This is an optimization exercise on Yosys and OpenROAD, whose aim is small area, a short achievable clock period and few clock cycles, not a production implementation.
Only simulation tests tie the RTL to the original design; equivalence was not proved.

build 87:
==> flow/design.v <==
package execute_pkg;
    typedef enum logic [1:0] {
        MD_NONE = 2'b00,
        MD_MUL  = 2'b01,
        MD_UDIV = 2'b10,
        MD_SDIV = 2'b11
    } md_op_t;
    typedef enum logic [1:0] {
        IDLE,
        RUN,
        FIX,
        DONE
    } md_state_t;
    localparam logic [1:0] SRC_REG = 2'b00;
    localparam logic [1:0] SRC_IMM = 2'b01;
    localparam logic [3:0] ALU_AND  = 4'b0000;
    localparam logic [3:0] ALU_ORR  = 4'b0001;
    localparam logic [3:0] ALU_ADD  = 4'b0010;
    localparam logic [3:0] ALU_SUB  = 4'b0110;
    localparam logic [3:0] ALU_PASS = 4'b0111;
    localparam logic [3:0] ALU_NOR  = 4'b1100;
endpackage
module md_iter #(
    parameter int N = 64
) (
    input  logic         clk,
    input  logic         reset,
    input  logic         start,
    input  execute_pkg::md_op_t op,
    input  logic [N-1:0] a,
    input  logic [N-1:0] b,
    input  logic         flush,
    output logic         busy,
    output logic         done,
    output logic         zero,
    output logic [N-1:0] result
);
    localparam int W = N + 3;    
    execute_pkg::md_state_t state;
    logic [N-1:0] R;             
    logic [N-1:0] Q;             
    logic [W-1:0] D;             
    logic [6:0]   j;             
    logic         bneg;          
    logic         use_r;         
    logic idle, is_mul, sdiv, qneg;
    assign idle   = (state == execute_pkg::IDLE);
    assign is_mul = (op == execute_pkg::MD_MUL);
    assign sdiv   = (op == execute_pkg::MD_SDIV);
    assign qneg   = sdiv && (a[N-1] ^ b[N-1]);
    logic [N-1:0] a_x, b_x;
    logic [6:0]   la, lb;
    logic [7:0]   jtop;
    logic         div_none, b_neg_in;
    logic [W-1:0] bsx;
    always_comb begin
        b_neg_in = sdiv && b[N-1];
        a_x = (sdiv && a[N-1]) ? ~a : a;    
        b_x = b_neg_in ? ~b : b;            
        la = '0;
        lb = '0;
        for (int i = 0; i < N; i++) begin
            if (a_x[i]) la = 7'(i + 1);
            if (b_x[i]) lb = 7'(i + 1);
        end
        if (sdiv && a[N-1]) la = la + 7'd1;    
        jtop     = {1'b0, la} - {1'b0, lb};
        div_none = (b == '0) || jtop[7];
        bsx      = b_neg_in ? {{(W-N){1'b1}}, b} : {{(W-N){1'b0}}, b};
    end
    logic [8:0]   win;           
    logic [N-1:0] m, pp [4], s1, c1, s2, c2, s3, c3;
    logic [3:0]   neg;
    logic         mul_last;      
    logic [W-1:0] dsh;
    always_comb begin
        win = idle ? {b[7:0], 1'b0} : D[8:0];
        m   = idle ? a : Q;
        for (int i = 0; i < 4; i++) begin
            logic b2, b1, b0, one, two;
            logic [N-1:0] y;
            b0  = win[2*i];
            b1  = win[2*i+1];
            b2  = win[2*i+2];
            one = b1 ^ b0;
            two = (b2 & ~b1 & ~b0) | (~b2 & b1 & b0);
            y   = one ? m : two ? (m << 1) : '0;
            pp[i]  = (b2 ? ~(y << (2 * i)) : (y << (2 * i)));
            neg[i] = b2;
        end
        s1 = (idle ? '0 : R) ^ pp[0] ^ pp[1];
        c1 = {(((idle ? '0 : R) & pp[0]) | ((idle ? '0 : R) & pp[1]) | (pp[0] & pp[1])), neg[0]};
        s2 = s1 ^ c1 ^ pp[2];
        c2 = {((s1 & c1) | (s1 & pp[2]) | (c1 & pp[2])), neg[1]};
        s3 = s2 ^ c2 ^ pp[3];
        c3 = {((s2 & c2) | (s2 & pp[3]) | (c2 & pp[3])), neg[2]};
        dsh      = idle ? {{(W-N-1){b[N-1]}}, b, 1'b0} : D;
        mul_last = (dsh[W-1:8] == '0) || (dsh[W-1:8] == '1);
    end
    logic [W-1:0] d0, sum1, x, y, sum2;
    logic         cin, q1, q0;
    logic [N-1:0] r1, r0;
    always_comb begin
        sum1 = {{(W-N){1'b0}}, R} + (bneg ? D : ~D) + W'(!bneg);
        q1   = ~sum1[W-1];
        r1   = q1 ? sum1[N-1:0] : R;
        d0 = {D[W-1], D[W-1:1]};
        if (is_mul) begin
            x = {{(W-N){1'b0}}, s3}; y = {{(W-N){1'b0}}, c3}; cin = neg[3];
        end else if (idle) begin                          
            x = '0; y = ~{{(W-N){1'b0}}, a}; cin = 1'b1;
        end else if (state == execute_pkg::FIX) begin    
            x = '0; y = ~{{(W-N){1'b0}}, Q}; cin = 1'b1;
        end else begin                                   
            x = {{(W-N){1'b0}}, r1}; y = bneg ? d0 : ~d0; cin = ~bneg;
        end
        sum2 = x + y + W'(cin);
        q0   = ~sum2[W-1];
        r0   = q0 ? sum2[N-1:0] : r1;
    end
    assign busy   = reset && !flush &&
                    ((idle && start) || state == execute_pkg::RUN || state == execute_pkg::FIX);
    assign done   = (state == execute_pkg::DONE);
    assign result = use_r ? R : Q;
    assign zero   = use_r ? (R == '0) : (Q == '0);
    always_ff @(posedge clk or negedge reset) begin
        if (!reset) begin
            state <= execute_pkg::IDLE;
        end else if (flush) begin
            state <= execute_pkg::IDLE;
        end else begin
            case (state)
                execute_pkg::IDLE:
                    if (start) state <= (is_mul ? !mul_last : !div_none) ? execute_pkg::RUN : execute_pkg::DONE;
                execute_pkg::RUN:
                    if (is_mul ? mul_last : (j == 7'd1))
                        state <= (!is_mul && qneg) ? execute_pkg::FIX : execute_pkg::DONE;
                execute_pkg::FIX: state <= execute_pkg::DONE;
                default: state <= execute_pkg::IDLE;
            endcase
        end
    end
    always_ff @(posedge clk) begin
        case (state)
            execute_pkg::IDLE: begin
                use_r <= is_mul;
                bneg  <= b_neg_in;
                j     <= jtop[6:0] | 7'd1;
                if (is_mul) begin
                    R <= sum2[N-1:0];
                    Q <= a << 8;
                    D <= {{8{dsh[W-1]}}, dsh[W-1:8]};
                end else begin
                    R <= (sdiv && a[N-1]) ? sum2[N-1:0] : a;
                    Q <= '0;
                    D <= bsx << (jtop[6:0] | 7'd1);
                end
            end
            execute_pkg::RUN: begin
                if (is_mul) begin
                    R <= sum2[N-1:0];
                    Q <= Q << 8;
                    D <= {{8{D[W-1]}}, D[W-1:8]};
                end else begin
                    R <= r0;
                    Q <= {Q[N-3:0], q1, q0};
                    D <= {{2{D[W-1]}}, D[W-1:2]};
                    j <= j - 7'd2;
                end
            end
            execute_pkg::FIX: begin
                R     <= sum2[N-1:0];
                use_r <= 1'b1;
            end
            default: ;
        endcase
    end
endmodule
module execute_md #(
    parameter int N = 64
) (
    input  logic         clk,
    input  logic         reset,
    input  logic         valid_E,
    input  logic         flush_E,
    input  logic [1:0]   AluSrc,
    input  logic [3:0]   AluControl,
    input  logic [1:0]   MdOp,
    input  logic [N-1:0] PC_E,
    input  logic [N-1:0] signImm_E,
    input  logic [N-1:0] readData1_E,
    input  logic [N-1:0] readData2_E,
    input  logic [N-1:0] readData3_E,
    output logic [N-1:0] PCBranch_E,
    output logic [N-1:0] aluResult_E,
    output logic [N-1:0] writeData_E,
    output logic         zero_E,
    output logic         stall_E
);
    logic [N-1:0] src_b, yb, sum, logic_y, alu_y, md_res;
    logic         md_busy, md_done, md_zero, sub, addsub, zero_as, zero_alu;
    always_comb begin
        src_b  = (AluSrc == execute_pkg::SRC_REG) ? readData2_E : (AluSrc == execute_pkg::SRC_IMM) ? signImm_E : readData3_E;
        sub    = (AluControl == execute_pkg::ALU_SUB);
        addsub = sub || (AluControl == execute_pkg::ALU_ADD);
        yb     = src_b ^ {N{sub}};
        sum    = readData1_E + yb + N'(sub);
        case (AluControl)
            execute_pkg::ALU_AND:  logic_y = readData1_E & src_b;
            execute_pkg::ALU_ORR:  logic_y = readData1_E | src_b;
            execute_pkg::ALU_PASS: logic_y = src_b;
            execute_pkg::ALU_NOR:  logic_y = ~(readData1_E | src_b);
            default:  logic_y = '0;
        endcase
        alu_y = addsub ? sum : logic_y;
        zero_as  = ((readData1_E ^ yb) == {readData1_E[N-2:0] | yb[N-2:0], sub});
        zero_alu = addsub ? zero_as : (logic_y == '0);
    end
    assign PCBranch_E  = PC_E + (signImm_E << 2);
    assign writeData_E = readData2_E;
    assign aluResult_E = md_done ? md_res : alu_y;
    assign zero_E      = md_done ? md_zero : zero_alu;
    assign stall_E     = md_busy;
    md_iter #(.N(N)) u_md (
        .clk    (clk),
        .reset  (reset),
        .start  (valid_E && MdOp != execute_pkg::MD_NONE),
        .op     (execute_pkg::md_op_t'(MdOp)),
        .a      (readData1_E),
        .b      (readData2_E),
        .flush  (flush_E),
        .busy   (md_busy),
        .done   (md_done),
        .zero   (md_zero),
        .result (md_res)
    );
endmodule
clock: 12.0 ns
lec_check: 0
cap_margin: 20
core_margin: 2
core_utilization: 40
setup_slack_margin: 2.5
slew_margin: 20
run.sh (not shown) runs the stock make flow with config.mk's settings and CLKGATE_MAP_FILE= SYNTH_SCRIPT=/design/flow/synth_recipe.tcl, a recipe that flattens the netlist after the stock synthesis.
Build 87 closes out successfully: all stages finished, all timing, DRC and antenna checks passed.
Testbench counts of build 87, summed over its fixed seeds: cycles 12,772.
[inputs] build 80 vs build 87
Settings: setting ABC_AREA to 1 for the first time; changing SETUP_SLACK_MARGIN from 2.5 to 0.5.
### Flow results
- Build 80 vs build 87, endpoint of the worst setup timing path: u_md.R[35]$_DFFE_PN_ vs aluResult_E[63]
- Build 87 → build 80: post-cts resize count lost 158; wire length of the first global-routing pass went down by 80000 um; final design area excluding fillers now smaller.
- Layout checks on build 80: not met. Flow itself completed; violations: negative setup slack.
The following lists how build 19 was set up differently from build 80:
Settings: removing ABC_AREA (formerly 1).
Results
No stage failed in build 19, and the final checks on the layout all came back clean. Build 19 does worse than build 80 on estimated wirelength of the detail-placed design. When the final numbers for build 19 and build 80 were put side by side, the area growth from synthesis to final layout turned out to be smaller in build 19. Compared to build 80, build 19 has worst setup slack 720 ps higher. Higher critical path data arrival time was reported by build 80, not build 19. Of build 19 and build 80, it is build 19 that has the higher design area. Clock period minus final worst setup slack was higher in the run labelled build 80.

[re-timing with driven ports]
Ports are ideal in the flow. The routed layouts listed here were re-timed in OpenROAD.
Step 1 sets driving cells, clkbuf_16 on the clock port and buf_2 on the other inputs (assumed; they add their load-dependent delay and slew).
Step 2 moves the port delays by t, midway between the first and last clock arrival at a register: inputs arrive t later, outputs are due t later. That takes back most of the time a late clock gives input paths.
a / b / c = no drivers / after step 1 / after step 2; a / b = the first two.
run	t, ns	setup WS [ns]	pins driven straight from the clock port
build 87	0.640	2.449 / 2.428 / 1.869	1
build 80	0.710	-0.045 / -0.045 / -0.056	1
build 19	0.657	0.676 / 0.649 / 0.649	1
For build 87, which loses most, drivers alone change the setup slack by -0.021 ns; drivers and shift together by -0.580 ns.
